Background: an optimization exercise with open tools, aiming at small area, a short achievable clock period and few clock cycles per item. Do not read the settings as production practice. Function was not checked in any run shown here: the RTL went through the layout flow alone. Power figures rest on the tool's default switching activity, not on a simulated workload.

==> design.v <==
package mpc_pkg;
   localparam int SPEED_W  = 16;
   localparam int ABS_W    = SPEED_W + 1;
   localparam int LIMIT_W  = 15;
   localparam int HOLD_W   = 24;
   localparam int TIME_W   = 48;
   localparam int CSR_IDX_W  = 3;
   localparam int CSR_DATA_W = 24;
   localparam int QUEUE_DEPTH_DEFAULT = 2;
   localparam logic [HOLD_W-1:0] STATIONARY_HOLD_DEFAULT = 24'd200000;
   localparam logic [LIMIT_W-1:0] STAT_LIN_RESET   = 15'd20;
   localparam logic [LIMIT_W-1:0] STAT_ANG_RESET   = 15'd20;
   localparam logic [LIMIT_W-1:0] TURN_ENTER_RESET = 15'd200;
   localparam logic [LIMIT_W-1:0] TURN_EXIT_RESET  = 15'd100;
   localparam logic [LIMIT_W-1:0] ARC_ENTER_RESET  = 15'd100;
   localparam logic [LIMIT_W-1:0] ARC_EXIT_RESET   = 15'd50;
   localparam logic [HOLD_W-1:0]  ENTER_HOLD_RESET = 24'd100000;
   localparam logic [HOLD_W-1:0]  EXIT_HOLD_RESET  = 24'd200000;
   typedef enum logic [1:0] {
      PH_STRAIGHT   = 2'd0,
      PH_STATIONARY = 2'd1,
      PH_TURNING    = 2'd2,
      PH_ARC        = 2'd3
   } phase_type;
   typedef enum logic [CSR_IDX_W-1:0] {
      REG_STAT_LIN   = 3'd0,
      REG_STAT_ANG   = 3'd1,
      REG_TURN_ENTER = 3'd2,
      REG_TURN_EXIT  = 3'd3,
      REG_ARC_ENTER  = 3'd4,
      REG_ARC_EXIT   = 3'd5,
      REG_ENTER_HOLD = 3'd6,
      REG_EXIT_HOLD  = 3'd7
   } csr_index_type;
   typedef struct packed {
      logic              stationary;
      logic              turn_enter_hit;
      logic              turn_exit_hit;
      logic              arc_enter_hit;
      logic              arc_exit_hit;
      logic              discard;
      logic [TIME_W-1:0] sample_time;
   } sample_flags_type;
   typedef struct packed {
      logic [HOLD_W-1:0] enter_hold;
      logic [HOLD_W-1:0] exit_hold;
   } hold_cfg_type;
   typedef struct packed {
      phase_type phase;
      logic      pending;
   } result_type;
endpackage
import mpc_pkg::*;
module motion_phase_classifier #(
   parameter int                          QUEUE_DEPTH = mpc_pkg::QUEUE_DEPTH_DEFAULT,
   parameter logic [mpc_pkg::HOLD_W-1:0] STATIONARY_HOLD_US =
      mpc_pkg::STATIONARY_HOLD_DEFAULT
) (
   input  logic                                clock,
   input  logic                                reset,
   input  logic                                req_push,
   output logic                                req_full,
   input  logic signed [mpc_pkg::SPEED_W-1:0]  req_linear_speed,
   input  logic signed [mpc_pkg::SPEED_W-1:0]  req_angular_rate,
   input  logic [mpc_pkg::TIME_W-1:0]          req_sample_time,
   input  logic                                req_discard,
   output logic                                rsp_empty,
   input  logic                                rsp_pop,
   output logic [1:0]                          rsp_motion_phase,
   output logic                                rsp_switch_pending,
   input  logic                                csr_valid,
   output logic                                csr_ready,
   input  logic [mpc_pkg::CSR_IDX_W-1:0]       csr_index,
   input  logic [mpc_pkg::CSR_DATA_W-1:0]      csr_data
);
   logic [LIMIT_W-1:0] stat_lin_ff, stat_ang_ff;
   logic [LIMIT_W:0]   turn_enter_ff, turn_exit_ff, arc_enter_ff, arc_exit_ff;
   logic [HOLD_W-1:0]  enter_hold_ff, exit_hold_ff;
   logic [LIMIT_W:0]   limit_less;
   logic [1:0]        phase_ff, target, cand_target_ff;
   logic              cand_valid_ff, out_valid_ff;
   logic [TIME_W-1:0] cand_start_ff;
   logic [HOLD_W-1:0] hold;
   logic signed [TIME_W+1:0] hold_left;
   logic [LIMIT_W-1:0] lin_mag, ang_mag;
   logic [LIMIT_W:0]   turn_thr, arc_thr;
   logic              lin_neg, ang_neg;
   logic              take, stale, held, clear, same, stat_phase, new_cand, adopt;
   logic              stationary, turn_hit, arc_hit;
   assign csr_ready = 1'b1;
   assign limit_less = {1'b0, csr_data[LIMIT_W-1:0]} - 1'b1;
   always_ff @(posedge clock) begin
      if (reset) begin
         stat_lin_ff   <= STAT_LIN_RESET;
         stat_ang_ff   <= STAT_ANG_RESET;
         turn_enter_ff <= {1'b0, TURN_ENTER_RESET} - 1'b1;
         turn_exit_ff  <= {1'b0, TURN_EXIT_RESET} - 1'b1;
         arc_enter_ff  <= {1'b0, ARC_ENTER_RESET} - 1'b1;
         arc_exit_ff   <= {1'b0, ARC_EXIT_RESET} - 1'b1;
         enter_hold_ff <= ENTER_HOLD_RESET;
         exit_hold_ff  <= EXIT_HOLD_RESET;
      end else if (csr_valid) begin
         case (csr_index)
            3'd0: stat_lin_ff   <= csr_data[LIMIT_W-1:0];
            3'd1: stat_ang_ff   <= csr_data[LIMIT_W-1:0];
            3'd2: turn_enter_ff <= limit_less;
            3'd3: turn_exit_ff  <= limit_less;
            3'd4: arc_enter_ff  <= limit_less;
            3'd5: arc_exit_ff   <= limit_less;
            3'd6: enter_hold_ff <= csr_data[HOLD_W-1:0];
            default: exit_hold_ff <= csr_data[HOLD_W-1:0];
         endcase
      end
   end
   assign req_full = out_valid_ff && !rsp_pop;
   assign take     = req_push && !req_full;
   always_ff @(posedge clock) begin
      if (reset)          out_valid_ff <= 1'b0;
      else if (take)      out_valid_ff <= 1'b1;
      else if (rsp_pop)   out_valid_ff <= 1'b0;
   end
   assign rsp_empty          = !out_valid_ff;
   assign rsp_motion_phase   = phase_ff;
   assign rsp_switch_pending = cand_valid_ff;
   assign lin_neg = req_linear_speed[SPEED_W-1];
   assign ang_neg = req_angular_rate[SPEED_W-1];
   assign lin_mag = req_linear_speed[LIMIT_W-1:0] ^ {LIMIT_W{lin_neg}};
   assign ang_mag = req_angular_rate[LIMIT_W-1:0] ^ {LIMIT_W{ang_neg}};
   function automatic logic mag_le(input logic [LIMIT_W:0] lim, input logic [LIMIT_W-1:0] mag,
                                   input logic neg);
      logic [LIMIT_W+1:0] sum;
      sum = {1'b0, lim} + {2'b01, ~mag} + {{(LIMIT_W+1){1'b0}}, !neg};
      mag_le = sum[LIMIT_W+1];
   endfunction
   assign turn_thr = phase_ff[1] ? turn_exit_ff : turn_enter_ff;
   assign arc_thr  = (phase_ff == PH_ARC) ? arc_exit_ff : arc_enter_ff;
   always_comb begin
      stationary = mag_le({1'b0, stat_lin_ff}, lin_mag, lin_neg) &&
                   mag_le({1'b0, stat_ang_ff}, ang_mag, ang_neg);
      turn_hit   = turn_thr[LIMIT_W] || !mag_le(turn_thr, ang_mag, ang_neg);
      arc_hit    = arc_thr[LIMIT_W]  || !mag_le(arc_thr, lin_mag, lin_neg);
      if (stationary)    target = PH_STATIONARY;
      else if (turn_hit) target = arc_hit ? PH_ARC : PH_TURNING;
      else               target = PH_STRAIGHT;
   end
   assign hold      = (cand_target_ff == PH_STATIONARY) ? STATIONARY_HOLD_US :
                      (cand_target_ff == PH_STRAIGHT)   ? exit_hold_ff : enter_hold_ff;
   assign hold_left = $signed({2'b00, req_sample_time}) - $signed({2'b00, cand_start_ff}) -
                      $signed({(TIME_W+2-HOLD_W)'(0), hold});
   assign held      = !hold_left[TIME_W+1];
   assign stale     = cand_valid_ff && (req_sample_time <= cand_start_ff);
   assign clear      = req_discard || stale;
   assign same       = (target == phase_ff);
   assign stat_phase = (phase_ff == PH_STATIONARY);
   assign new_cand   = !cand_valid_ff || (cand_target_ff != target);
   assign adopt      = !same && (stat_phase || (!new_cand && held));
   always_ff @(posedge clock) begin
      if (reset) begin
         phase_ff      <= PH_STRAIGHT;
         cand_valid_ff <= 1'b0;
      end else if (take) begin
         phase_ff      <= clear ? PH_STRAIGHT : (adopt ? target : phase_ff);
         cand_valid_ff <= !clear && !same && !stat_phase && (new_cand || !held);
      end
   end
   always_ff @(posedge clock) begin
      if (take && new_cand) begin
         cand_target_ff <= target;
         cand_start_ff  <= req_sample_time;
      end
   end
endmodule
==> run.sh <==
#!/bin/bash
# synth_recipe.tcl (not shown) runs the flow's synth.tcl, then flattens the netlist and writes it again
# the make line also repeats each setting of config.mk as NAME=value (left out here)
make -C /OpenROAD-flow-scripts/flow DESIGN_CONFIG=/design/flow/config.mk WORK_HOME=/design/flow/orfs CLKGATE_MAP_FILE= SYNTH_SCRIPT=/design/flow/synth_recipe.tcl finish
==> config.mk <==
export PLATFORM = sky130hd
export DESIGN_NAME = motion_phase_classifier
export DESIGN_NICKNAME = motion_phase_classifier
export VERILOG_FILES = /design/flow/design.v
export SDC_FILE = /design/flow/constraint.sdc
export NUM_CORES = 4
export LEC_CHECK = 0
export CAP_MARGIN = 20
export CORE_MARGIN = 2
export CORE_UTILIZATION = 40
export SLEW_MARGIN = 20
==> constraint.sdc <==
create_clock -name core_clock -period 5.5 [get_ports {clock}]
set_input_delay 1.1000 -clock core_clock [delete_from_list [all_inputs] [get_ports {clock}]]
set_output_delay 1.1000 -clock core_clock [all_outputs]
set_load 0.01 [all_outputs]
==> run_results.csv, run 1 <==
group,metric,value,unit
run_status,status,"timing/DRC/antenna clean",
drt,ant_nets,0,
timing,worst_slew_pin_slew,0.983,ns
cts,root_buffer,"clkbuf_16",
yosys,syn_area,13400,µm²
drt,drt_pass1_iterations,7,
die,die_h,187,µm
timing,final.setup.worst_slack,0.157,ns
yosys,synth_area_leaders,"dfxtp_1 22%, ha_1 12%, edfxtp_1 11%",
yosys,synthCells,1625,
worst_hold_path,holdPathStages,2,
die,rows,67,
worst_setup_path,regToRegSetupSlack,0.67,ns
timing,clock_skew,0.0273,ns
drt,drt_wl_total,40600,µm
die,die_x,187,µm
timing,fmax,187,MHz
yosys,synth_cell_types,88,
pwr,p_leak,6.59,nW
cts,cts_buffers,17,
placed_design,port_buffers,117,
worst_hold_path,min_from,"stat_lin_ff[0]$_SDFFE_PP0P_",
yosys,syn-num-nets,1867,
worst_hold_path,holdCritPathClass,"reg2reg",
finish,layout.nets,2048,
yosys,ys_seq_area_share,32.9,%
worst_hold_path,worstHoldEndpoint,"stat_lin_ff[0]$_SDFFE_PP0P_",
drt,drt_iter0_markers,799,
yosys,synth_top_cell_area_share,21.8,%
cts,clk_latency,0.47,ns
worst_setup_path,path_class,"in2reg",
cts,ctsHoldBuffers,0,
drt,vias,12500,
yosys,synth_most_common_cell,"nand2_1",
timing,period_share,97.1,%
placed_design,gp_congestion,0.925,
placed_design,dp_slack,-0.656,ns
worst_setup_path,reg2reg_to,"phase_ff[1]$_SDFFE_PP0P_",
die,dieArea,35100,µm²
yosys,synth_edf_count,50,
global_routing,grt_pass1_vias,12000,
yosys,yosysWarnings,1,
global_routing,antenna_found_initial,2,
cts,cts_tree,"yes",
worst_setup_path,required,5.87,ns
cts,cts_buffer_depth,2,
finish,syn2layout_area_growth,25.5,%
timing,setup_viol,0,
yosys,ys_top_cells_by_count,"242 x nand2_1, 175 x a21oi_1, 146 x dfxtp_1",
die,initial_core_util,40.3,%
finish,design_area,16900,µm²
drt,post-route-drc-count,0,
yosys,synthArstFlopShare,0,%
yosys,synth-seq-cells,196,
worst_setup_path,worstSetupEndpointType,"flip-flop",
die,core-area,33300,µm²
cts,cts_sinks,196,
yosys,syn_area_per_cell,8.26,µm²
yosys,yosysTopAreaCell,"dfxtp_1",
pwr,p_total,4.11,mW
flow_run,drv_cap,0,
timing,layout_min_cycle_time,5.34,ns
pwr,power_density,244,nW/µm²
worst_setup_path,critical_path_arrival,5.72,ns
global_routing,grt_max_degree,87,
pwr,vdd_drop_max,0.215,mV
timing,hold_violations,0,
die,io_pins,119,
worst_setup_path,cp-start-kind,"input port",
drt,wire_per_inst,17.9,µm
finish,drive_above_1_share,15.2,%
drt,avgViaCountPerCell,5.52,
global_routing,grt_pass1_wl,63900,µm
placed_design,place_area,15700,µm²
worst_setup_path,path_max_fanout,4,
worst_setup_path,reg2reg_depth,20,
timing,final_max_slew_viol_count,0,
yosys,ys.flop_type,"dfxtp_1",
timing,slew_headroom,34.4,%
worst_setup_path,r2r-start,"cand_start_ff[0]$_DFFE_PP_",
placed_design,hpwlAfterDp,30400,µm
cts,cts.clk_slew.worst_paths,0.08,ns
finish,fillCellCount,3217,
global_routing,grt.overflow.total,0,
cts,h-tree-depth,4,
global_routing,grtUsageTotal,22.9,%
cells in the final DEF, fill, tap and decap left out, types with 5 or more instances in the layout:
cell type	Yosys	routed
nor2b_1	8	8
clkdlybuf4s50_1	0	101
o21ai_0	37	33
a21o_1	22	22
mux2_2	29	29
nand3b_1	19	19
ha_1	128	110
nor4_1	9	9
a211o_1	23	23
o22ai_1	6	6
xor2_1	14	13
inv_1	72	71
clkbuf_16	0	17
nor3b_1	19	19
dlymetal6s2s_1	0	13
ha_4	0	17
and3_1	9	9
xnor2_1	55	55
a21oi_2	3	13
nand3_1	28	26
nand2b_1	18	18
o21bai_1	6	6
o21a_1	22	22
a31oi_1	12	11
a211oi_1	58	57
nor3_1	25	21
nor2_2	0	5
a21oi_1	175	163
o21ai_1	15	16
buf_4	1	138
nand2_1	242	241
nand4_1	29	29
dfxtp_1	146	146
o31ai_1	6	5
edfxtp_1	50	50
nor2_1	131	125
o211ai_1	10	10
or3_1	10	10
and4_1	6	6
o2111ai_1	6	6
registers in the layout, indices dropped and copies added (netlist names), 2 cells and up:
signal	cells
stat_lin_ff	15
turn_exit_ff	16
cand_start_ff	48
exit_hold_ff	24
enter_hold_ff	24
stat_ang_ff	15
phase_ff	2
cand_target_ff	2
arc_enter_ff	16
turn_enter_ff	16
arc_exit_ff	16
per-stage QoR:
step | hold WS, ns | std cells | TNS (ns) | utilization (%)
6_report | 0.453 | 2269 | 0 | 50.7
5_1_grt | 0.470 | 2269 | -0.0533 | 50.7
4_1_cts | 0.452 | 2259 | 0 | 49.4
3_5_place_dp | 0.441 | 2215 | -1.88 | 47.1
3_3_place_gp | 0.436 | 2215 | -1.53 | 47.1
2_1_floorplan | 0.427 | 1625 | 0 | -
timing repair:
| action | 4_1_cts | 5_1_grt |
|---|---|---|
| pin swaps | 14 | 42 |
| buffers inserted | 12 | 7 |
| endpoints found under the setup margin | 3 | 3 |
| gates resized for setup | 6 | 68 |
| endpoints found under the hold margin | 0 | 0 |
report_power, final:
part | internal [mW] | switching [mW] | total (mW)
Clock | 0.670 | 0.690 | 1.36
Combinational | 0.527 | 0.657 | 1.18
Sequential | 1.54 | 0.0257 | 1.56
cells by family after synthesis:
kind of cell | count (synthesis) | share of synthesized area, %
AND/OR/NAND/NOR | 577 | 20.4
flip-flops | 196 | 32.9
multiplexers | 32 | 2.66
buffers and inverters | 165 | 4.86
AO/OA/AOI/OAI | 456 | 22.6
other | 1 | 0.0279
adder cells (fa/ha/maj) | 129 | 12.1
XOR/XNOR | 69 | 4.50
how the worst max path moves through the flow:
stage	to	start	slack, ns
2_1_floorplan	phase_ff[0]$_SDFFE_PP0P_	req_sample_time[0]	0.18
3_3_place_gp	phase_ff[0]$_SDFFE_PP0P_	req_sample_time[0]	-0.55
3_5_place_dp	phase_ff[0]$_SDFFE_PP0P_	req_sample_time[13]	-0.66
4_1_cts	phase_ff[0]$_SDFFE_PP0P_	req_sample_time[11]	0.01
5_1_grt	phase_ff[1]$_SDFFE_PP0P_	req_sample_time[5]	-0.04
6_report	phase_ff[1]$_SDFFE_PP0P_	req_sample_time[5]	0.16
worst max-delay path: stages:
cell	delay [ns]
clkdlybuf4s50_1	0.43
ha_1	0.31
or2_1	0.25
a21oi_2	0.20
a311oi_2	0.08
buf_4	0.17
buf_4	0.12
buf_4	0.12
buf_4	0.12
buf_4	0.12
buf_4	0.12
buf_4	0.12
buf_4	0.12
buf_4	0.12
buf_4	0.12
buf_4	0.12
buf_4	0.12
buf_4	0.14
o21ai_2	0.23
a2111oi_1	0.16
o21a_1	0.18
o2bb2a_1	0.33
and4_1	0.23
a21oi_2	0.20
nand4_1	0.17
o22ai_1	0.21
final cells by class:
cell class                      instances  area (µm²)  area share [%]
Multi-Input combinational cell       1264        8720            51.7
Sequential cell                       196        4420            26.2
Timing Repair Buffer                  255        2240            13.3
Tap cell                              448         561            3.33
Clock buffer                           18         429            2.55
Inverter                               72         270            1.60
Clock inverter                         14         203            1.20
Antenna cell                            2        5.00          0.0297
metal layers:
metal / track usage, % / routed length, µm
met5: 0 / 0
met4: 8.18 / 1000
met3: 3.19 / 1660
met2: 38.8 / 19800
met1: 29.7 / 18200
==> run 2, diff against run 1 <==
--- a/design.v
+++ b/design.v
@@ -52,2 +52,28 @@
 endpackage
+module mpc_carry #(
+   parameter int N = 2
+) (
+   input  logic [N-1:0] gen,
+   input  logic [N-1:0] prop,
+   input  logic         carry_in,
+   output logic         carry_out
+);
+   localparam int LEVELS = $clog2(N);
+   localparam int W      = 1 << LEVELS;
+   logic [W-1:0] g, p;
+   always_comb begin
+      g = '0;
+      p = '1;
+      g[N-1:0] = gen;
+      p[N-1:0] = prop;
+      g[0] = gen[0] | (prop[0] & carry_in);
+      for (int l = 0; l < LEVELS; l++) begin
+         for (int j = 0; j < (W >> (l + 1)); j++) begin
+            g[j] = g[2*j+1] | (p[2*j+1] & g[2*j]);
+            p[j] = p[2*j+1] & p[2*j];
+         end
+      end
+      carry_out = g[0];
+   end
+endmodule
 import mpc_pkg::*;
@@ -83,3 +109,2 @@
    logic [HOLD_W-1:0] hold;
-   logic signed [TIME_W+1:0] hold_left;
    logic [LIMIT_W-1:0] lin_mag, ang_mag;
@@ -91,24 +116,31 @@
    assign limit_less = {1'b0, csr_data[LIMIT_W-1:0]} - 1'b1;
-   always_ff @(posedge clock) begin
-      if (reset) begin
-         stat_lin_ff   <= STAT_LIN_RESET;
-         stat_ang_ff   <= STAT_ANG_RESET;
-         turn_enter_ff <= {1'b0, TURN_ENTER_RESET} - 1'b1;
-         turn_exit_ff  <= {1'b0, TURN_EXIT_RESET} - 1'b1;
-         arc_enter_ff  <= {1'b0, ARC_ENTER_RESET} - 1'b1;
-         arc_exit_ff   <= {1'b0, ARC_EXIT_RESET} - 1'b1;
-         enter_hold_ff <= ENTER_HOLD_RESET;
-         exit_hold_ff  <= EXIT_HOLD_RESET;
-      end else if (csr_valid) begin
-         case (csr_index)
-            3'd0: stat_lin_ff   <= csr_data[LIMIT_W-1:0];
-            3'd1: stat_ang_ff   <= csr_data[LIMIT_W-1:0];
-            3'd2: turn_enter_ff <= limit_less;
-            3'd3: turn_exit_ff  <= limit_less;
-            3'd4: arc_enter_ff  <= limit_less;
-            3'd5: arc_exit_ff   <= limit_less;
-            3'd6: enter_hold_ff <= csr_data[HOLD_W-1:0];
-            default: exit_hold_ff <= csr_data[HOLD_W-1:0];
-         endcase
-      end
+   localparam logic [LIMIT_W:0] TURN_ENTER_LESS = {1'b0, TURN_ENTER_RESET} - 1'b1;
+   localparam logic [LIMIT_W:0] TURN_EXIT_LESS  = {1'b0, TURN_EXIT_RESET} - 1'b1;
+   localparam logic [LIMIT_W:0] ARC_ENTER_LESS  = {1'b0, ARC_ENTER_RESET} - 1'b1;
+   localparam logic [LIMIT_W:0] ARC_EXIT_LESS   = {1'b0, ARC_EXIT_RESET} - 1'b1;
+   logic [HOLD_W-1:0]  wd_lo, wd_hi;
+   logic [LIMIT_W:0]   wl_lo, wl_hi;
+   logic [7:0]         we;
+   assign wd_lo = csr_data & {HOLD_W{!reset}};
+   assign wd_hi = csr_data | {HOLD_W{reset}};
+   assign wl_lo = limit_less & {(LIMIT_W+1){!reset}};
+   assign wl_hi = limit_less | {(LIMIT_W+1){reset}};
+   always_comb begin
+      for (int k = 0; k < 8; k++) we[k] = reset || (csr_valid && (csr_index == 3'(k)));
+   end
+   function automatic logic [HOLD_W-1:0] pick_d(input logic [HOLD_W-1:0] rv);
+      for (int k = 0; k < HOLD_W; k++) pick_d[k] = rv[k] ? wd_hi[k] : wd_lo[k];
+   endfunction
+   function automatic logic [LIMIT_W:0] pick_l(input logic [LIMIT_W:0] rv);
+      for (int k = 0; k <= LIMIT_W; k++) pick_l[k] = rv[k] ? wl_hi[k] : wl_lo[k];
+   endfunction
+   always_ff @(posedge clock) begin
+      if (we[0]) stat_lin_ff   <= LIMIT_W'(pick_d(HOLD_W'(STAT_LIN_RESET)));
+      if (we[1]) stat_ang_ff   <= LIMIT_W'(pick_d(HOLD_W'(STAT_ANG_RESET)));
+      if (we[2]) turn_enter_ff <= pick_l(TURN_ENTER_LESS);
+      if (we[3]) turn_exit_ff  <= pick_l(TURN_EXIT_LESS);
+      if (we[4]) arc_enter_ff  <= pick_l(ARC_ENTER_LESS);
+      if (we[5]) arc_exit_ff   <= pick_l(ARC_EXIT_LESS);
+      if (we[6]) enter_hold_ff <= pick_d(ENTER_HOLD_RESET);
+      if (we[7]) exit_hold_ff  <= pick_d(EXIT_HOLD_RESET);
    end
@@ -128,8 +160,15 @@
    assign ang_mag = req_angular_rate[LIMIT_W-1:0] ^ {LIMIT_W{ang_neg}};
-   function automatic logic mag_le(input logic [LIMIT_W:0] lim, input logic [LIMIT_W-1:0] mag,
-                                   input logic neg);
-      logic [LIMIT_W+1:0] sum;
-      sum = {1'b0, lim} + {2'b01, ~mag} + {{(LIMIT_W+1){1'b0}}, !neg};
-      mag_le = sum[LIMIT_W+1];
-   endfunction
+   logic lin_le_sl, ang_le_sa, ang_le_turn, lin_le_arc;
+   mpc_carry #(.N(LIMIT_W + 1)) u_lin_sl (
+      .gen ({1'b0, stat_lin_ff} & {1'b1, ~lin_mag}), .prop ({1'b0, stat_lin_ff} | {1'b1, ~lin_mag}),
+      .carry_in (!lin_neg), .carry_out (lin_le_sl));
+   mpc_carry #(.N(LIMIT_W + 1)) u_ang_sa (
+      .gen ({1'b0, stat_ang_ff} & {1'b1, ~ang_mag}), .prop ({1'b0, stat_ang_ff} | {1'b1, ~ang_mag}),
+      .carry_in (!ang_neg), .carry_out (ang_le_sa));
+   mpc_carry #(.N(LIMIT_W + 1)) u_ang_turn (
+      .gen (turn_thr & {1'b1, ~ang_mag}), .prop (turn_thr | {1'b1, ~ang_mag}),
+      .carry_in (!ang_neg), .carry_out (ang_le_turn));
+   mpc_carry #(.N(LIMIT_W + 1)) u_lin_arc (
+      .gen (arc_thr & {1'b1, ~lin_mag}), .prop (arc_thr | {1'b1, ~lin_mag}),
+      .carry_in (!lin_neg), .carry_out (lin_le_arc));
    assign turn_thr = phase_ff[1] ? turn_exit_ff : turn_enter_ff;
@@ -137,6 +176,5 @@
    always_comb begin
-      stationary = mag_le({1'b0, stat_lin_ff}, lin_mag, lin_neg) &&
-                   mag_le({1'b0, stat_ang_ff}, ang_mag, ang_neg);
-      turn_hit   = turn_thr[LIMIT_W] || !mag_le(turn_thr, ang_mag, ang_neg);
-      arc_hit    = arc_thr[LIMIT_W]  || !mag_le(arc_thr, lin_mag, lin_neg);
+      stationary = lin_le_sl && ang_le_sa;
+      turn_hit   = turn_thr[LIMIT_W] || !ang_le_turn;
+      arc_hit    = arc_thr[LIMIT_W]  || !lin_le_arc;
       if (stationary)    target = PH_STATIONARY;
@@ -145,8 +183,20 @@
    end
-   assign hold      = (cand_target_ff == PH_STATIONARY) ? STATIONARY_HOLD_US :
-                      (cand_target_ff == PH_STRAIGHT)   ? exit_hold_ff : enter_hold_ff;
-   assign hold_left = $signed({2'b00, req_sample_time}) - $signed({2'b00, cand_start_ff}) -
-                      $signed({(TIME_W+2-HOLD_W)'(0), hold});
-   assign held      = !hold_left[TIME_W+1];
-   assign stale     = cand_valid_ff && (req_sample_time <= cand_start_ff);
+   logic [TIME_W+1:0] csa_a, csa_b, csa_c, csa_s, csa_k;
+   assign hold  = (cand_target_ff == PH_STATIONARY) ? STATIONARY_HOLD_US :
+                  (cand_target_ff == PH_STRAIGHT)   ? exit_hold_ff : enter_hold_ff;
+   assign csa_a = {2'b00, req_sample_time};
+   assign csa_b = {2'b11, ~cand_start_ff};
+   assign csa_c = {{(TIME_W+2-HOLD_W){1'b1}}, ~hold};
+   assign csa_s = csa_a ^ csa_b ^ csa_c;
+   assign csa_k = {(csa_a[TIME_W:0] & csa_b[TIME_W:0]) | (csa_a[TIME_W:0] & csa_c[TIME_W:0]) |
+                   (csa_b[TIME_W:0] & csa_c[TIME_W:0]), 1'b1};
+   logic carry_top, start_ge;
+   mpc_carry #(.N(TIME_W + 1)) u_held (
+      .gen (csa_s[TIME_W:0] & csa_k[TIME_W:0]), .prop (csa_s[TIME_W:0] | csa_k[TIME_W:0]),
+      .carry_in (1'b1), .carry_out (carry_top));
+   mpc_carry #(.N(TIME_W)) u_stale (
+      .gen (cand_start_ff & ~req_sample_time), .prop (cand_start_ff | ~req_sample_time),
+      .carry_in (1'b1), .carry_out (start_ge));
+   assign held  = !(csa_s[TIME_W+1] ^ csa_k[TIME_W+1] ^ carry_top);
+   assign stale = cand_valid_ff && start_ge;
    assign clear      = req_discard || stale;
==> run_results.csv, run 2 <==
group,metric,value,unit
worst_setup_path,reg2reg_depth,11,
yosys,syn-num-nets,1461,
finish,largest_reg_flops,48,
timing,clock_skew,0.0137,ns
die,die_h,184,µm
pwr,p_sw,1.25,mW
placed_design,gp_congestion,0.920,
global_routing,grt_pass1_vias,9163,
drt,drt_pass1_iterations,8,
finish,most-common-layout-cells,"192 x edfxtp_1, 150 x inv_1, 115 x clkdlybuf4s50_1, 110 x ha_1, 91 x nor2_1",
finish,antenna_cells,0,
pwr,pwr-share-seq,46.2,%
placed_design,dp_slack,0.649,ns
finish,top_regs,"cand_start_ff: 48 flops, enter_hold_ff: 24 flops, exit_hold_ff: 24 flops",
run_status,status,"timing/DRC/antenna clean",
cts,root_buffer,"clkbuf_16",
pwr,p_sw_share,30.8,%
timing,period_share,80.1,%
drt,drt_wl_total,32500,µm
placed_design,hpwlAfterDp,24200,µm
worst_setup_path,path_class,"in2reg",
timing,setup_viol,0,
yosys,syn_area_per_cell,10.7,µm²
yosys,synth-seq-cells,196,
timing,tns,0,ns
die,initial_core_util,40.3,%
die,io_pins,119,
cts,ctsHoldBuffers,0,
yosys,synth_most_common_cell,"edfxtp_1",
die,rows,66,
drt,avgViaCountPerCell,5.45,
timing,final.setup.worst_slack,1.09,ns
cts,post_cts_buffers,0,
worst_setup_path,crit_path_end,"cand_start_ff[7]$_DFFE_PP_",
timing,fmax,227,MHz
drt,vias,9646,
worst_setup_path,reg2reg_to,"cand_start_ff[7]$_DFFE_PP_",
cts,cts_tree,"yes",
worst_setup_path,r2r-start,"phase_ff[0]$_SDFFE_PP0P_",
worst_setup_path,worstSetupEndpointType,"flip-flop",
yosys,synth_top_cell_area_share,44.4,%
drt,ant_nets,0,
yosys,synthArstFlopShare,0,%
yosys,syn_area,13000,µm²
timing,hold_violations,0,
drt,post-route-drc-count,0,
global_routing,grt.overflow.total,0,
die,core-area,32300,µm²
worst_hold_path,holdCritPathClass,"reg2reg",
global_routing,grtUsageTotal,19.4,%
pwr,power.internal,2.81,mW
pwr,power_frac_comb,23.0,%
finish,layout.nets,1562,
die,dieArea,34000,µm²
yosys,ys_seq_area_share,45.0,%
cts,h-tree-depth,4,
yosys,ys_top_cells_by_count,"192 x edfxtp_1, 150 x inv_1, 110 x ha_1",
finish,drive_above_1_share,6.47,%
global_routing,grt_pass1_wl,50200,µm
cts,cts_buffers,17,
yosys,yosysTopAreaCell,"edfxtp_1",
worst_setup_path,critical_path_arrival,4.51,ns
worst_setup_path,path_max_fanout,50,
yosys,synth_area_leaders,"edfxtp_1 44%, ha_1 11%, inv_1 4.3%",
finish,final_common_cell,"edfxtp_1",
drt,drt_iter0_markers,709,
global_routing,antenna_found_initial,0,
timing,rsz0062_at_grt,"false",
pwr,p_leak,5.95,nW
cts,cts_sinks,196,
cts,cts.clk_slew.worst_paths,0.08,ns
pwr,power_density,267,nW/µm²
flow_run,drv_cap,0,
worst_setup_path,cp-startpoint,"req_linear_speed[15]",
worst_setup_path,cp-start-kind,"input port",
yosys,yosysWarnings,4,
yosys,synth_cell_types,84,
yosys,ys.flop_type,"edfxtp_1",
cts,cts_resized,0,
cts,cts_buffer_depth,2,
worst_setup_path,required,5.61,ns
placed_design,port_buffers,117,
timing,final_max_slew_viol_count,0,
timing,worst_slew_pin_slew,0.863,ns
pwr,pwr-share-clk,30.8,%
worst_setup_path,regToRegSetupSlack,1.49,ns
finish,regMostFlops,"cand_start_ff",
cts,clk_latency,0.44,ns
timing,slew_headroom,41.7,%
die,die_x,184,µm
timing,layout_min_cycle_time,4.41,ns
yosys,synthCells,1215,
global_routing,grt_max_degree,51,
pwr,vdd_drop_max,0.253,mV
finish,syn2layout_area_growth,16.8,%
drt,wire_per_inst,18.3,µm
yosys,synth_edf_count,192,
## run 2: cell families (layout without fill, tap and decap cells)
family,count (synthesis),count (layout),share of synthesized area (%)
muxes,32,32,2.66
buffers and inverters,195,309,6.03
adders and majority gates,141,141,14.7
and+or+nand+nor,298,298,11.5
other,1,1,0.0288
DFF,196,196,45.0
xor gates and xnor gates,33,33,2.22
AOI/OAI and AO/OA,319,319,17.8
## run 2: metrics by stage
stage	cells	hold WS, ns	total power, mW	area (µm²)	utilization (%)
finish	1771	0.682	4.06	15200	47.0
detailed placement	1739	0.677	2.83	14600	45.2
global placement	1739	0.681	2.81	14600	45.2
global route	1771	0.721	4.26	15200	47.0
CTS	1771	0.698	4.08	15200	47.0
floorplan	1215	0.624	2.49	13000	-
## run 2: worst min-delay path by stage
stage	from	end	slack [ns]	cells past startpoint
6_report	out_valid_ff$_SDFFE_PP0P_	out_valid_ff$_SDFFE_PP0P_	0.68	4
3_3_place_gp	out_valid_ff$_SDFFE_PP0P_	out_valid_ff$_SDFFE_PP0P_	0.68	4
3_5_place_dp	out_valid_ff$_SDFFE_PP0P_	out_valid_ff$_SDFFE_PP0P_	0.68	4
5_1_grt	out_valid_ff$_SDFFE_PP0P_	out_valid_ff$_SDFFE_PP0P_	0.72	4
2_1_floorplan	out_valid_ff$_SDFFE_PP0P_	out_valid_ff$_SDFFE_PP0P_	0.62	4
4_1_cts	out_valid_ff$_SDFFE_PP0P_	out_valid_ff$_SDFFE_PP0P_	0.70	4
## run 2: worst max-delay path, cell delays in order
cell and delay [ns]:
clkdlybuf4s50_1 0.59, inv_1 0.48, o221ai_1 0.21, a222oi_1 0.36, o22ai_1 0.16, a311oi_1 0.50, o22ai_1 0.28, mux2i_1 0.19
o21a_1 0.24, nor2_4 0.10, buf_12 0.29
## run 2: metal layers
layer,GRT usage (%),share of wire (%),vias to the layer above
met5,0,0,-
met4,4.58,1.5,0
met3,3.14,5.4,27
met2,31.7,47,287
met1,27.1,46,4677
li1,-,-,4655
## run 2: area by class of cell
| cell class | count | area, µm² |
|---|---|---|
| fillers | 2945 | 17100 |
| clock inverters | 14 | 163 |
| multi-input cells | 824 | 6380 |
| inverters | 151 | 567 |
| well taps | 442 | 553 |
| clock buffers | 18 | 429 |
| repair buffers | 126 | 1240 |
| flip-flops and latches | 196 | 5850 |
## run 2: power by group through the flow
stage	registers [mW]	logic, mW	clock network (mW)
3_3_place_gp	1.90	0.908	0
2_1_floorplan	1.87	0.619	0
6_report	1.87	0.935	1.25
4_1_cts	1.87	0.933	1.28
5_1_grt	1.89	1.04	1.33
3_5_place_dp	1.91	0.922	0
==> run 3, diff against run 2 <==
--- a/config.mk
+++ b/config.mk
@@ -10,2 +10,3 @@
 export CORE_UTILIZATION = 40
+export SETUP_SLACK_MARGIN = 1.5
 export SLEW_MARGIN = 20
==> run_results.csv, run 3 <==
group,metric,value,unit
yosys,ys.flop_type,"edfxtp_1",
drt,vias,9603,
cts,clk_latency,0.44,ns
global_routing,antenna_found_initial,0,
finish,drive_above_1_share,8.23,%
die,die_h,184,µm
yosys,yosysWarnings,4,
pwr,p_leak,6.14,nW
timing,hold_violations,0,
drt,avgViaCountPerCell,5.40,
yosys,synth_edf_count,192,
finish,fillCellCount,2956,
timing,clock_skew,0.0220,ns
global_routing,grt_pass1_vias,9184,
die,core-area,32300,µm²
finish,syn2layout_area_growth,18.2,%
worst_setup_path,worstSetupEndpointType,"flip-flop",
worst_setup_path,reg2reg_depth,13,
global_routing,grt_max_degree,51,
drt,ant_nets,0,
worst_setup_path,max_stage_delay,0.56,ns
cts,cts_tree,"yes",
drt,post-route-drc-count,0,
finish,antenna_cells,0,
worst_hold_path,worstHoldEndpoint,"out_valid_ff$_SDFFE_PP0P_",
drt,drt_pass1_iterations,7,
yosys,synth_top_cell_area_share,44.4,%
cts,cts_buffers,17,
pwr,power_density,268,nW/µm²
finish,most-common-layout-cells,"192 x edfxtp_1, 147 x inv_1, 110 x ha_1, 101 x clkdlybuf4s50_1, 90 x nor2_1",
global_routing,grt.overflow.total,0,
global_routing,grtUsageTotal,19.9,%
timing,setup_viol,0,
die,die_x,184,µm
yosys,syn-num-nets,1461,
timing,tns,0,ns
drt,drt_iter0_markers,766,
worst_setup_path,required,5.64,ns
run_status,status,"timing/DRC/antenna clean",
placed_design,hpwlAfterDp,25000,µm
timing,layout_min_cycle_time,3.88,ns
finish,stdcell_count,1779,
die,io_pins,119,
worst_setup_path,slowest_stage,"clkdlybuf4s50_1",
cts,root_buffer,"clkbuf_16",
worst_setup_path,cpMostUsedCell,"o21a_1",
die,rows,66,
timing,worst_slew_pin_slew,0.833,ns
yosys,synth_most_common_cell,"edfxtp_1",
cts,h-tree-depth,4,
worst_setup_path,regToRegSetupSlack,1.72,ns
yosys,synthArstFlopShare,0,%
cts,cts_sinks,196,
yosys,ys_seq_area_share,45.0,%
cts,cts.clk_slew.worst_paths,0.08,ns
die,initial_core_util,40.3,%
finish,final_common_cell,"edfxtp_1",
yosys,yosysTopAreaCell,"edfxtp_1",
placed_design,placed_cells,1741,
timing,period_share,70.6,%
finish,regMostFlops,"cand_start_ff",
die,dieArea,34000,µm²
worst_setup_path,crit_chain,"clkdlybuf4s50_1 -> inv_2 -> a211oi_1 -> a221oi_2 -> nor2_1 -> or4_4 -> a311oi_2 -> nor4b_2 -> o21a_1 -> o21a_1 -> nor2_4 -> clkbuf_16",
worst_setup_path,r2r-start,"cand_target_ff[0]$_DFFE_PP_",
drt,wire_per_inst,19.0,µm
worst_setup_path,path_class,"in2reg",
timing,rsz0062_at_grt,"false",
finish,largest_reg_flops,48,
finish,top_regs,"cand_start_ff: 48 flops, enter_hold_ff: 24 flops, exit_hold_ff: 24 flops",
yosys,synth_cell_types,84,
timing,final_max_slew_viol_count,0,
timing,fmax,258,MHz
worst_hold_path,holdCritPathClass,"reg2reg",
yosys,synthCells,1215,
worst_setup_path,reg2reg_to,"phase_ff[1]$_SDFFE_PP0P_",
yosys,ys_top_cells_by_count,"192 x edfxtp_1, 150 x inv_1, 110 x ha_1",
yosys,synth-seq-cells,196,
worst_hold_path,holdPathStages,4,
drt,drt_wl_total,33700,µm
timing,slew_headroom,44.4,%
worst_hold_path,min_from,"out_valid_ff$_SDFFE_PP0P_",
finish,layout.nets,1570,
yosys,syn_area,13000,µm²
worst_setup_path,path_max_fanout,25,
placed_design,gp_congestion,0.865,
worst_setup_path,critical_path_arrival,4.02,ns
yosys,synth_area_leaders,"edfxtp_1 44%, ha_1 11%, inv_1 4.3%",
placed_design,port_buffers,117,
yosys,syn_area_per_cell,10.7,µm²
global_routing,grt_pass1_wl,51300,µm
flow_run,drv_cap,0,
worst_setup_path,cp-start-kind,"input port",
cts,cts_buffer_depth,2,
pwr,vdd_drop_max,0.231,mV
==> run 3: metal layers <==
| layer | wire length, µm | GRT usage, % | vias to the layer above |
|---|---|---|---|
| met5 | 0 | 0 | - |
| met4 | 644 | 5.34 | 0 |
| met3 | 1440 | 2.88 | 39 |
| met2 | 16000 | 32.8 | 259 |
| met1 | 15700 | 27.6 | 4639 |
| li1 | - | - | 4666 |
==> run 3: critical path, delay by kind of cell <==
kind | cells | cell delay (ns)
simple gates | 4 | 0.85
compound gates | 5 | 1.06
buf+inv | 3 | 1.00
==> run 3: layout make-up <==
class | instances | area (µm²) | area share, %
Clock buffer | 18 | 429 | 2.79
Clock inverter | 14 | 178 | 1.16
Inverter | 151 | 567 | 3.69
Multi-Input combinational cell | 824 | 6450 | 42.0
Sequential cell | 196 | 5850 | 38.0
Tap cell | 442 | 553 | 3.60
Timing Repair Buffer | 134 | 1350 | 8.75
==> run 3: worst max-delay path by stage <==
stage	endpoint	from
3_5_place_dp	cand_start_ff[38]$_DFFE_PP_	req_linear_speed[15]
4_1_cts	cand_start_ff[23]$_DFFE_PP_	req_linear_speed[15]
5_1_grt	phase_ff[1]$_SDFFE_PP0P_	req_sample_time[35]
6_report	cand_start_ff[5]$_DFFE_PP_	req_linear_speed[6]
3_3_place_gp	cand_start_ff[38]$_DFFE_PP_	req_linear_speed[15]
2_1_floorplan	cand_start_ff[0]$_DFFE_PP_	req_angular_rate[15]
==> run 3: where the power goes <==
part | internal (mW) | leakage (nW) | switching (mW) | total, mW
combinational | 0.421 | 3.94 | 0.556 | 0.976
sequential | 1.79 | 1.91 | 0.0729 | 1.86
clock | 0.621 | 0.292 | 0.659 | 1.28
total | 2.83 | 6.14 | 1.29 | 4.12
==> run 3: what timing repair did <==
item,4_1_cts,5_1_grt
cloned,0,1
gates resized for setup,4,28
pin swaps,0,13
setup buffers,0,5
endpoints found under the setup margin,52,53
hold buffers,0,0
==> run 3: cell families (layout without fill, tap and decap cells) <==
group / after synthesis / count (layout) / share of synthesized area (%)
AO/OA/AOI/OAI: 319 / 319 / 17.8
XOR/XNOR: 33 / 33 / 2.22
adder cells (fa/ha/maj): 141 / 141 / 14.7
buffers and inverters: 195 / 317 / 6.03
flip-flops: 196 / 196 / 45.0
multiplexers: 32 / 32 / 2.66
other: 1 / 1 / 0.0288
AND/OR/NAND/NOR: 298 / 298 / 11.5
==> run 3: metrics by stage <==
step	worst slack (ns)	utilization (%)	hold WS, ns	area, µm²	total power [mW]
after global routing	1.46	47.6	0.816	15400	4.34
final	1.62	47.6	0.757	15400	4.12
after floorplan	1.43	-	0.624	13100	2.50
after global placement	0.817	45.3	0.729	14600	2.82
after CTS	1.52	47.2	0.752	15200	4.12
after detailed placement	0.781	45.3	0.731	14600	2.83
==> run 4, diff against run 3 <==
--- a/config.mk
+++ b/config.mk
@@ -10,3 +10,3 @@
 export CORE_UTILIZATION = 40
-export SETUP_SLACK_MARGIN = 1.5
+export SETUP_SLACK_MARGIN = 2.5
 export SLEW_MARGIN = 20
==> run_results.csv, run 4 <==
group,metric,value,unit
run_status,status,"timing/DRC/antenna clean",
finish,syn2layout_area_growth,30.4,%
cts,root_buffer,"clkbuf_16",
pwr,power_density,260,nW/µm²
die,rows,66,
yosys,syn_area_per_cell,10.7,µm²
finish,layout.nets,1661,
global_routing,grtUsageTotal,21.4,%
finish,top_regs,"cand_start_ff: 48 flops, enter_hold_ff: 24 flops, exit_hold_ff: 24 flops",
timing,slew_headroom,46.2,%
global_routing,grt.overflow.total,0,
die,dieArea,34000,µm²
worst_setup_path,reg2reg_depth,16,
die,core-area,32300,µm²
yosys,synth_top_cell_area_share,44.4,%
timing,final_max_slew_viol_count,0,
yosys,ys_top_cells_by_count,"192 x edfxtp_1, 150 x inv_1, 110 x ha_1",
timing,worst_slew_pin_slew,0.807,ns
die,die_h,184,µm
placed_design,gp_congestion,0.879,
die,initial_core_util,40.3,%
drt,drt_wl_total,35800,µm
timing,hold_violations,0,
cts,cts_sinks,196,
worst_setup_path,regToRegSetupSlack,2.01,ns
finish,most-common-layout-cells,"192 x edfxtp_1, 140 x inv_1, 109 x ha_1, 85 x nor2_1, 74 x buf_4",
timing,fmax,287,MHz
yosys,synth-seq-cells,196,
pwr,p_total,4.40,mW
worst_setup_path,cp-start-kind,"flip-flop",
cts,cts_buffers,17,
worst_hold_path,holdCritPathClass,"reg2reg",
worst_setup_path,path_class,"reg2reg",
flow_run,drv_cap,0,
timing,tns,0,ns
drt,avgViaCountPerCell,5.43,
pwr,p_leak,6.82,nW
drt,vias,10200,
die,io_pins,119,
finish,regMostFlops,"cand_start_ff",
drt,wire_per_inst,19.1,µm
global_routing,grt_pass1_wl,55000,µm
placed_design,place_area,14600,µm²
finish,final_common_cell,"edfxtp_1",
yosys,synth_cell_types,84,
worst_setup_path,required,5.71,ns
worst_setup_path,worstSetupEndpointType,"flip-flop",
cts,cts_buffer_depth,2,
yosys,syn_area,13000,µm²
yosys,synth_edf_count,192,
drt,ant_nets,0,
timing,setup_viol,0,
global_routing,antenna_found_initial,0,
worst_setup_path,path_max_fanout,7,
timing,hold_ws,0.604,ns
drt,post-route-drc-count,0,
yosys,ys_seq_area_share,45.0,%
cts,cts.clk_slew.worst_paths,0.08,ns
worst_hold_path,holdPathStages,4,
yosys,yosysWarnings,4,
timing,final.setup.worst_slack,2.01,ns
yosys,yosysTopAreaCell,"edfxtp_1",
timing,layout_min_cycle_time,3.49,ns
global_routing,grt_max_degree,54,
placed_design,hpwlAfterDp,24700,µm
pwr,vdd_drop_max,0.251,mV
yosys,synthArstFlopShare,0,%
worst_hold_path,worstHoldEndpoint,"out_valid_ff$_SDFFE_PP0P_",
cts,h-tree-depth,4,
yosys,syn-num-nets,1461,
worst_hold_path,min_from,"out_valid_ff$_SDFFE_PP0P_",
cts,clk_latency,0.46,ns
cts,cts_tree,"yes",
finish,drive_above_1_share,22.1,%
cts,ctsHoldBuffers,0,
timing,rsz0062_at_grt,"true",
placed_design,port_buffers,117,
worst_setup_path,reg2reg_to,"cand_target_ff[1]$_DFFE_PP_",
global_routing,grt_pass1_vias,9817,
die,die_x,184,µm
yosys,synthCells,1215,
yosys,ys.flop_type,"edfxtp_1",
placed_design,dp_slack,0.827,ns
finish,design_area,16900,µm²
yosys,synth_most_common_cell,"edfxtp_1",
worst_setup_path,r2r-start,"phase_ff[1]$_SDFFE_PP0P_",
finish,largest_reg_flops,48,
timing,period_share,63.5,%
drt,drt_iter0_markers,742,
worst_setup_path,critical_path_arrival,3.70,ns
drt,drt_pass1_iterations,5,
yosys,synth_area_leaders,"edfxtp_1 44%, ha_1 11%, inv_1 4.3%",
timing,clock_skew,0.0199,ns
finish,antenna_cells,0,
## run 4: cell counts after synthesis
No cell type changed its count.
## run 4: per-stage QoR
step	utilization (%)	cells
floorplan	-	1215
global placement	45.3	1741
detailed placement	45.3	1741
CTS	51.1	1846
global route	52.5	1869
finish	52.5	1869
## run 4: final cells by class
class | count | area [µm²]
well taps | 442 | 553
clock inverters | 11 | 128
repair buffers | 224 | 2350
flip-flops and latches | 196 | 5850
fillers | 2798 | 15300
inverters | 151 | 584
multi-input cells | 825 | 7040
clock buffers | 20 | 437
## run 4: routing by layer
layer,vias to the layer above,routed length [µm],GRT usage (%)
li1,4859,-,-
met1,4915,16100,29.0
met2,332,17000,35.2
met3,44,1920,3.36
met4,0,741,6.50
met5,-,0,0
## run 4: how the worst max path moves through the flow
stage / from / endpoint / slack (ns) / depth (start not counted)
after floorplan: req_angular_rate[15] / cand_start_ff[0]$_DFFE_PP_ / 1.43 / 11
after global placement: req_linear_speed[15] / cand_start_ff[38]$_DFFE_PP_ / 0.89 / 13
after detailed placement: req_linear_speed[15] / cand_start_ff[38]$_DFFE_PP_ / 0.83 / 13
after CTS: cand_target_ff[1]$_DFFE_PP_ / phase_ff[1]$_SDFFE_PP0P_ / 2.10 / 12
after global routing: phase_ff[1]$_SDFFE_PP0P_ / cand_target_ff[1]$_DFFE_PP_ / 1.90 / 16
final: phase_ff[1]$_SDFFE_PP0P_ / cand_target_ff[1]$_DFFE_PP_ / 2.01 / 16
## run 4: power breakdown
part / leakage (nW) / switching, mW / internal (mW) / total (mW)
Combinational: 4.65 / 0.664 / 0.614 / 1.28
Sequential: 1.91 / 0.0815 / 1.79 / 1.87
Clock: 0.268 / 0.582 / 0.671 / 1.25
Total: 6.82 / 1.33 / 3.08 / 4.40
## run 4: cell families after synthesis
kind of cell	share of synthesized area [%]
simple gates	11.5
mux	2.66
xor+xnor	2.22
other cells	0.0288
flops	45.0
fa+ha+maj	14.7
buf+inv	6.03
compound gates	17.8
## run 4: repair_timing
action,in CTS,in global routing
buffers inserted,61,23
pin swaps,62,42
resized for setup,309,62
endpoints found under the setup margin,63,61
gates cloned,13,0
## run 4: worst max-delay path: stages, from the launching register on
cell and delay, ns:
dfxtp_4 0.41, buf_12 0.14, buf_4 0.12, mux2i_4 0.37, buf_4 0.18, nand2_1 0.05
nand4b_1 0.09, o21ai_0 0.14, o41ai_4 0.42, o211ai_4 0.17, nor4b_2 0.27, o21a_1 0.21
o21a_1 0.19, nor2_4 0.06, buf_12 0.15, buf_12 0.13, buf_16 0.14
==> run 5, diff against run 4 <==
--- a/config.mk
+++ b/config.mk
@@ -9,3 +9,3 @@
 export CORE_MARGIN = 2
-export CORE_UTILIZATION = 40
+export CORE_UTILIZATION = 65
 export SETUP_SLACK_MARGIN = 2.5
==> run_results.csv, run 5 <==
group,metric,value,unit
yosys,syn-num-nets,1461,
cts,cts_buffers,17,
global_routing,grtUsageTotal,32.7,%
worst_setup_path,path_max_fanout,7,
cts,cts.clk_slew.worst_paths,0.08,ns
yosys,yosysWarnings,4,
yosys,ys_seq_area_share,45.0,%
timing,slew_headroom,44.2,%
drt,post-route-drc-count,0,
yosys,ys_top_cells_by_count,"192 x edfxtp_1, 150 x inv_1, 110 x ha_1",
drt,ant_nets,0,
yosys,synth-seq-cells,196,
yosys,syn_area_per_cell,10.7,µm²
timing,hold_violations,0,
yosys,yosysTopAreaCell,"edfxtp_1",
cts,cts_tree,"yes",
worst_setup_path,critical_path_arrival,4.06,ns
timing,final.setup.worst_slack,1.81,ns
cts,root_buffer,"clkbuf_16",
finish,regMostFlops,"cand_start_ff",
global_routing,grt_max_degree,47,
timing,period_share,67.1,%
pwr,vdd_drop_max,0.282,mV
timing,hold_ws,0.618,ns
cts,h-tree-depth,4,
die,dieArea,21100,µm²
finish,most-common-layout-cells,"192 x edfxtp_1, 141 x inv_1, 108 x ha_1, 87 x nor2_1, 65 x buf_4",
yosys,synthArstFlopShare,0,%
timing,clock_skew,0.0119,ns
yosys,synth_cell_types,84,
die,io_pins,119,
timing,tns,0,ns
worst_setup_path,cp-start-kind,"flip-flop",
timing,rsz0062_at_grt,"true",
drt,wire_per_inst,21.7,µm
placed_design,dp_slack,0.816,ns
drt,avgViaCountPerCell,6.40,
yosys,synth_edf_count,192,
finish,syn2layout_area_growth,25.8,%
pwr,power_density,271,nW/µm²
global_routing,grt_pass1_vias,10200,
flow_run,drv_cap,0,
yosys,synth_most_common_cell,"edfxtp_1",
pwr,p_total,4.42,mW
finish,fillCellCount,1098,
yosys,synthCells,1215,
run_status,status,"timing/DRC/antenna clean",
cts,cts_sinks,196,
placed_design,gp_congestion,0.912,
die,initial_core_util,66.6,%
die,die_x,145,µm
finish,drive_above_1_share,18.8,%
finish,final_common_cell,"edfxtp_1",
finish,top_regs,"cand_start_ff: 48 flops, enter_hold_ff: 24 flops, exit_hold_ff: 24 flops",
timing,layout_min_cycle_time,3.69,ns
drt,drt_iter0_markers,973,
drt,vias,10700,
global_routing,grt_pass1_wl,54100,µm
worst_setup_path,required,5.87,ns
timing,worst_slew_pin_slew,0.836,ns
global_routing,grt.overflow.total,0,
placed_design,port_buffers,117,
timing,final_max_slew_viol_count,0,
cts,clk_latency,0.45,ns
yosys,syn_area,13000,µm²
drt,drt_wl_total,36400,µm
yosys,ys.flop_type,"edfxtp_1",
die,core-area,19500,µm²
timing,fmax,271,MHz
yosys,synth_top_cell_area_share,44.4,%
worst_setup_path,worstSetupEndpointType,"flip-flop",
die,rows,51,
timing,setup_viol,0,
worst_setup_path,path_class,"reg2reg",
placed_design,hpwlAfterDp,22400,µm
worst_hold_path,holdCritPathClass,"reg2reg",
global_routing,antenna_found_initial,2,
drt,drt_pass1_iterations,6,
finish,final_core_util,83.7,%
finish,largest_reg_flops,48,
die,die_h,145,µm
yosys,synth_area_leaders,"edfxtp_1 44%, ha_1 11%, inv_1 4.3%",
pwr,p_leak,6.66,nW
cts,cts_buffer_depth,2,
finish,layout.nets,1642,
[run 5: cell type report]
cell class | instances | area [µm²] | share of cell area (%)
sequential | 196 | 5850 | 35.8
clock inverter | 14 | 161 | 0.987
timing repair buffer | 206 | 2140 | 13.1
clock buffer | 18 | 429 | 2.63
inverter | 151 | 576 | 3.52
antenna | 3 | 7.51 | 0.0459
tap | 265 | 332 | 2.03
multi-input combinational | 824 | 6850 | 41.9
[run 5: path summary, 6_finish.rpt]
kind,startpoint,end,slack (ns),cells past startpoint
worst max-delay path,cand_target_ff[1]$_DFFE_PP_,phase_ff[0]$_SDFFE_PP0P_,1.81,14
worst min register to register,out_valid_ff$_SDFFE_PP0P_,out_valid_ff$_SDFFE_PP0P_,0.62,4
worst min-delay path,out_valid_ff$_SDFFE_PP0P_,out_valid_ff$_SDFFE_PP0P_,0.62,4
worst max register to register,cand_target_ff[1]$_DFFE_PP_,phase_ff[0]$_SDFFE_PP0P_,1.81,14
[run 5: worst max-delay path, stage by stage (launching register included)]
cell       delay, ns
edfxtp_1        0.45
buf_6           0.17
bufbuf_16       0.28
a22o_1          0.25
fa_1            0.47
nand2b_1        0.19
o21ai_1         0.11
a21oi_1         0.11
a21boi_2        0.19
o31a_1          0.33
o2111ai_2       0.25
a21o_1          0.23
o211a_1         0.21
o21a_1          0.18
mux2i_1         0.19
[run 5: routing by layer]
metal	GRT usage, %	vias to the layer above	part of all wire [%]
li1	-	4836	-
met1	44.4	5077	39
met2	52.7	694	46
met3	7.93	118	11
met4	9.61	0	4.0
met5	0	-	0
[run 5: timing repair]
item | in CTS | in global routing
buffers inserted | 53 | 17
gates cloned | 10 | 2
resized for setup | 222 | 36
pin swaps | 61 | 27
hold buffers | 0 | 0
setup endpoints to repair | 64 | 57
[run 5: kinds of logic (layout without fill, tap and decap cells)]
group                      count (synthesis)  after routing  share of synthesized area, %
AOI/OAI and AO/OA                        319            319                          17.8
xor gates and xnor gates                  33             33                          2.22
adders and majority gates                141            141                          14.7
buffers and inverters                    195            389                          6.03
DFF                                      196            196                          45.0
muxes                                     32             32                          2.66
other                                      1              4                        0.0288
and+or+nand+nor                          298            298                          11.5
[run 5: metrics by stage]
stage,cell area [µm²],std cells
6_report,16300,1677
5_1_grt,16300,1674
4_1_cts,16100,1655
3_5_place_dp,14400,1560
3_3_place_gp,14400,1560
2_1_floorplan,13100,1215
[run 5: where the power goes]
group	leakage [nW]	total, mW	switching [mW]	internal (mW)
sequential	1.91	1.88	0.0841	1.79
combinational	4.46	1.27	0.678	0.595
clock	0.291	1.28	0.625	0.651
total	6.66	4.42	1.39	3.04
==> run 6, diff against run 5 <==
==> flow/run.sh (new file) <==
#!/bin/bash
# The standard layout, with every port buffered by a plain buffer cell
# (repair may still resize it) instead of the default delay-buffer choice.
set -e
cp standard.sh synth_recipe.tcl config.mk constraint.sdc out/ 2>/dev/null || true
export BUFFER_PORTS_ARGS="-buffer_cell sky130_fd_sc_hd__buf_1"
bash standard.sh > standard.log 2>&1
==> standard.sh (new file) <==
#!/bin/bash
# synth_recipe.tcl (not shown) runs the flow's synth.tcl, then flattens the netlist and writes it again
# the make line also repeats each setting of config.mk as NAME=value (left out here)
make -C /OpenROAD-flow-scripts/flow DESIGN_CONFIG=/design/flow/config.mk WORK_HOME=/design/flow/orfs CLKGATE_MAP_FILE= SYNTH_SCRIPT=/design/flow/synth_recipe.tcl "${@:-finish}"
--- a/config.mk
+++ b/config.mk
@@ -9,4 +9,4 @@
 export CORE_MARGIN = 2
-export CORE_UTILIZATION = 65
-export SETUP_SLACK_MARGIN = 2.5
+export CORE_UTILIZATION = 40
+export SETUP_SLACK_MARGIN = 2.0
 export SLEW_MARGIN = 20
removed: run.sh
==> run_results.csv, run 6 <==
group,metric,value,unit
yosys,synth_area_leaders,"edfxtp_1 44%, ha_1 11%, inv_1 4.3%",
finish,regMostFlops,"cand_start_ff",
worst_setup_path,cp-start-kind,"flip-flop",
worst_setup_path,path_class,"reg2reg",
drt,ant_nets,0,
timing,fmax,278,MHz
worst_setup_path,path_delay_family,"compound AO/OA/AOI/OAI gates",
timing,rsz0062_at_grt,"true",
yosys,ys.flop_type,"edfxtp_1",
worst_hold_path,worstHoldEndpoint,"out_valid_ff$_SDFFE_PP0P_",
cts,clk_latency,0.45,ns
timing,setup_viol,0,
global_routing,busiest_layer,"met2",
cts,cts_buffer_depth,2,
yosys,synth-seq-cells,196,
finish,antenna_cells,0,
yosys,yosysWarnings,4,
timing,slew_headroom,45.3,%
worst_setup_path,max_stage_delay,0.57,ns
yosys,syn-num-nets,1461,
worst_setup_path,crit_chain,"buf_6 -> buf_12 -> a22o_4 -> fa_1 -> a222oi_1 -> buf_4 -> a221oi_4 -> o21ai_1 -> a32oi_1 -> o31a_1 -> o2111ai_2 -> a21o_1 -> o211a_1 -> o21a_1 -> mux2i_1",
yosys,yosysTopAreaCell,"edfxtp_1",
global_routing,use_met3,3.79,%
global_routing,grt_pass1_wl,52900,µm
yosys,synthArstFlopShare,0,%
drt,drt_iter0_markers,787,
placed_design,port_buffers,117,
cts,cts_buffers,17,
worst_setup_path,crit_cells,15,
yosys,synth_edf_count,192,
cts,ctsHoldBuffers,0,
drt,drt_pass1_iterations,5,
yosys,ys_top_cells_by_count,"192 x edfxtp_1, 150 x inv_1, 110 x ha_1",
timing,hold_violations,0,
finish,largest_reg_flops,48,
global_routing,grt_pass1_vias,9536,
timing,tns,0,ns
worst_setup_path,r2r-start,"cand_target_ff[1]$_DFFE_PP_",
global_routing,use_met2,34.7,%
worst_setup_path,worstSetupEndpointType,"flip-flop",
yosys,ys_seq_area_share,45.0,%
worst_hold_path,min_from,"out_valid_ff$_SDFFE_PP0P_",
timing,hold_ws,0.693,ns
drt,vias,10200,
worst_setup_path,slowest_stage,"fa_1",
global_routing,grt_max_degree,37,
worst_setup_path,timing.critical_path.buf_inv,3,
finish,fillCellCount,2923,
worst_setup_path,reg2reg_depth,15,
finish,final_common_cell,"edfxtp_1",
pwr,power_density,270,nW/µm²
finish,layout.nets,1620,
yosys,syn_area_per_cell,10.7,µm²
global_routing,met1_usage,27.3,%
worst_hold_path,holdCritPathClass,"reg2reg",
die,io_pins,119,
pwr,p_leak,6.22,nW
worst_setup_path,reg2reg_to,"phase_ff[0]$_SDFFE_PP0P_",
cts,cts_tree,"yes",
placed_design,gp_congestion,0.887,
cts,h-tree-depth,4,
die,dieArea,34000,µm²
finish,syn2layout_area_growth,20.8,%
worst_setup_path,path_max_fanout,9,
cts,cts.clk_slew.worst_paths,0.08,ns
yosys,synth_cell_types,84,
worst_setup_path,regToRegSetupSlack,1.91,ns
finish,most-common-layout-cells,"192 x edfxtp_1, 146 x inv_1, 110 x ha_1, 97 x buf_1, 88 x nor2_1",
worst_hold_path,holdPathStages,4,
drt,drt_wl_total,35200,µm
timing,period_share,65.3,%
cts,root_buffer,"clkbuf_16",
timing,worst_slew_pin_slew,0.820,ns
global_routing,antenna_found_initial,1,
drt,avgViaCountPerCell,5.55,
yosys,syn_area,13000,µm²
placed_design,hpwlAfterDp,24800,µm
global_routing,grt.overflow.total,0,
cts,cts_sinks,196,
yosys,synth_top_cell_area_share,44.4,%
drt,wire_per_inst,19.2,µm
finish,drive_above_1_share,15.1,%
die,die_h,184,µm
worst_setup_path,required,5.86,ns
worst_setup_path,critical_path_arrival,3.95,ns
finish,top_regs,"cand_start_ff: 48 flops, enter_hold_ff: 24 flops, exit_hold_ff: 24 flops",
timing,clock_skew,0.0175,ns
die,core-area,32300,µm²
die,initial_core_util,40.3,%
yosys,synth_most_common_cell,"edfxtp_1",
global_routing,grtUsageTotal,20.6,%
run_status,status,"timing/DRC/antenna clean",
timing,final_max_slew_viol_count,0,
flow_run,drv_cap,0,
die,die_x,184,µm
drt,post-route-drc-count,0,
die,rows,66,
yosys,synthCells,1215,
pwr,vdd_drop_max,0.263,mV
timing,layout_min_cycle_time,3.59,ns
run 6: stage by stage:
step                std cells  setup WS [ns]  instance area [µm²]  util, %  power (mW)
floorplan                1215           1.43                13100        -        2.50
global route             1829           1.80                15700     48.6        4.44
CTS                      1802           2.00                15200     46.9        4.15
global placement         1739           1.18                13900     43.0        2.76
detailed placement       1739           1.12                13900     43.0        2.78
finish                   1829           1.91                15700     48.6        4.25
run 6: timing repair:
action	in CTS	in global routing
endpoints found under the setup margin	53	53
setup buffers	23	22
gates resized for setup	57	67
gates cloned	8	5
pin swaps	17	35
run 6: logic make-up (layout without fill, tap and decap cells):
logic type	Yosys count	in the layout	synth area share, %
other	1	1	0.0288
muxes	32	32	2.66
xor gates and xnor gates	33	33	2.22
buffers and inverters	195	367	6.03
DFF	196	196	45.0
AOI/OAI and AO/OA	319	319	17.8
adders and majority gates	141	141	14.7
and+or+nand+nor	298	298	11.5
run 6: layout make-up:
type / count / area (µm²) / share of cell area [%]
multi-input cells: 824 / 6720 / 42.8
flip-flops and latches: 196 / 5850 / 37.3
repair buffers: 184 / 1420 / 9.02
inverters: 151 / 573 / 3.65
well taps: 442 / 553 / 3.52
clock buffers: 18 / 429 / 2.73
clock inverters: 14 / 161 / 1.03
run 6: routing by layer:
layer | wire (µm) | part of all wire [%]
met1 | 15400 | 44
met2 | 17100 | 49
met3 | 1990 | 5.7
met4 | 727 | 2.1
met5 | 13 | 0.037
run 6: worst max path at each step:
stage / from / to / slack, ns
after floorplan: req_angular_rate[15] / cand_start_ff[0]$_DFFE_PP_ / 1.43
after global placement: req_angular_rate[15] / cand_start_ff[14]$_DFFE_PP_ / 1.18
after detailed placement: req_angular_rate[15] / cand_start_ff[19]$_DFFE_PP_ / 1.12
after CTS: req_linear_speed[5] / cand_start_ff[10]$_DFFE_PP_ / 2.00
after global routing: phase_ff[1]$_SDFFE_PP0P_ / cand_start_ff[39]$_DFFE_PP_ / 1.80
final: cand_target_ff[1]$_DFFE_PP_ / phase_ff[0]$_SDFFE_PP0P_ / 1.91
run 6: tightest hold or removal path, stage by stage (launching register included):
cell      delay, ns
dfxtp_1        0.33
nand2b_1       0.11
inv_1          0.10
nor2_1         0.04
nor2_1         0.07
run 6: report_power, final:
part | leakage [nW] | switching (mW) | internal [mW]
Clock | 0.284 | 0.650 | 0.612
Combinational | 4.03 | 0.608 | 0.503
Sequential | 1.91 | 0.0842 | 1.79

-- separate check: timing with driven ports --
No port has a modelled driver above. Below, the same layouts with a new extraction and two added sets of constraints. Step 1 assumes that a clkbuf_16 drives the clock port and a buf_2 every other input. Step 2 times the ports against the registers' clock, not the clock port: input delays grow and output delays shrink by t, the midpoint of the rising clock arrivals with the driver on. Slacks: no drivers / after step 1 / after step 2; pairs: no drivers / after step 1.
run | shift t [ns] | slack for setup (ns) | worst setup path at the end | pins driven straight from the clock port
run 1 | 0.506 | 0.157 / 0.188 / -0.318 | input to register | 1
run 2 | 0.485 | 1.093 / 1.126 / 0.641 | input to register | 1
run 3 | 0.485 | 1.619 / 1.648 / 1.163 | input to register | 1
run 4 | 0.496 | 2.010 / 1.893 / 1.397 | input to register | 1
run 5 | 0.489 | 1.807 / 1.807 / 1.389 | input to register | 1
run 6 | 0.488 | 1.907 / 1.903 / 1.415 | input to register | 1
Met with ideal ports but missed after step 2: setup timing in run 1. The setup slack of run 4, which loses most, moves by -0.117 ns with the drivers and by -0.613 ns with both steps.
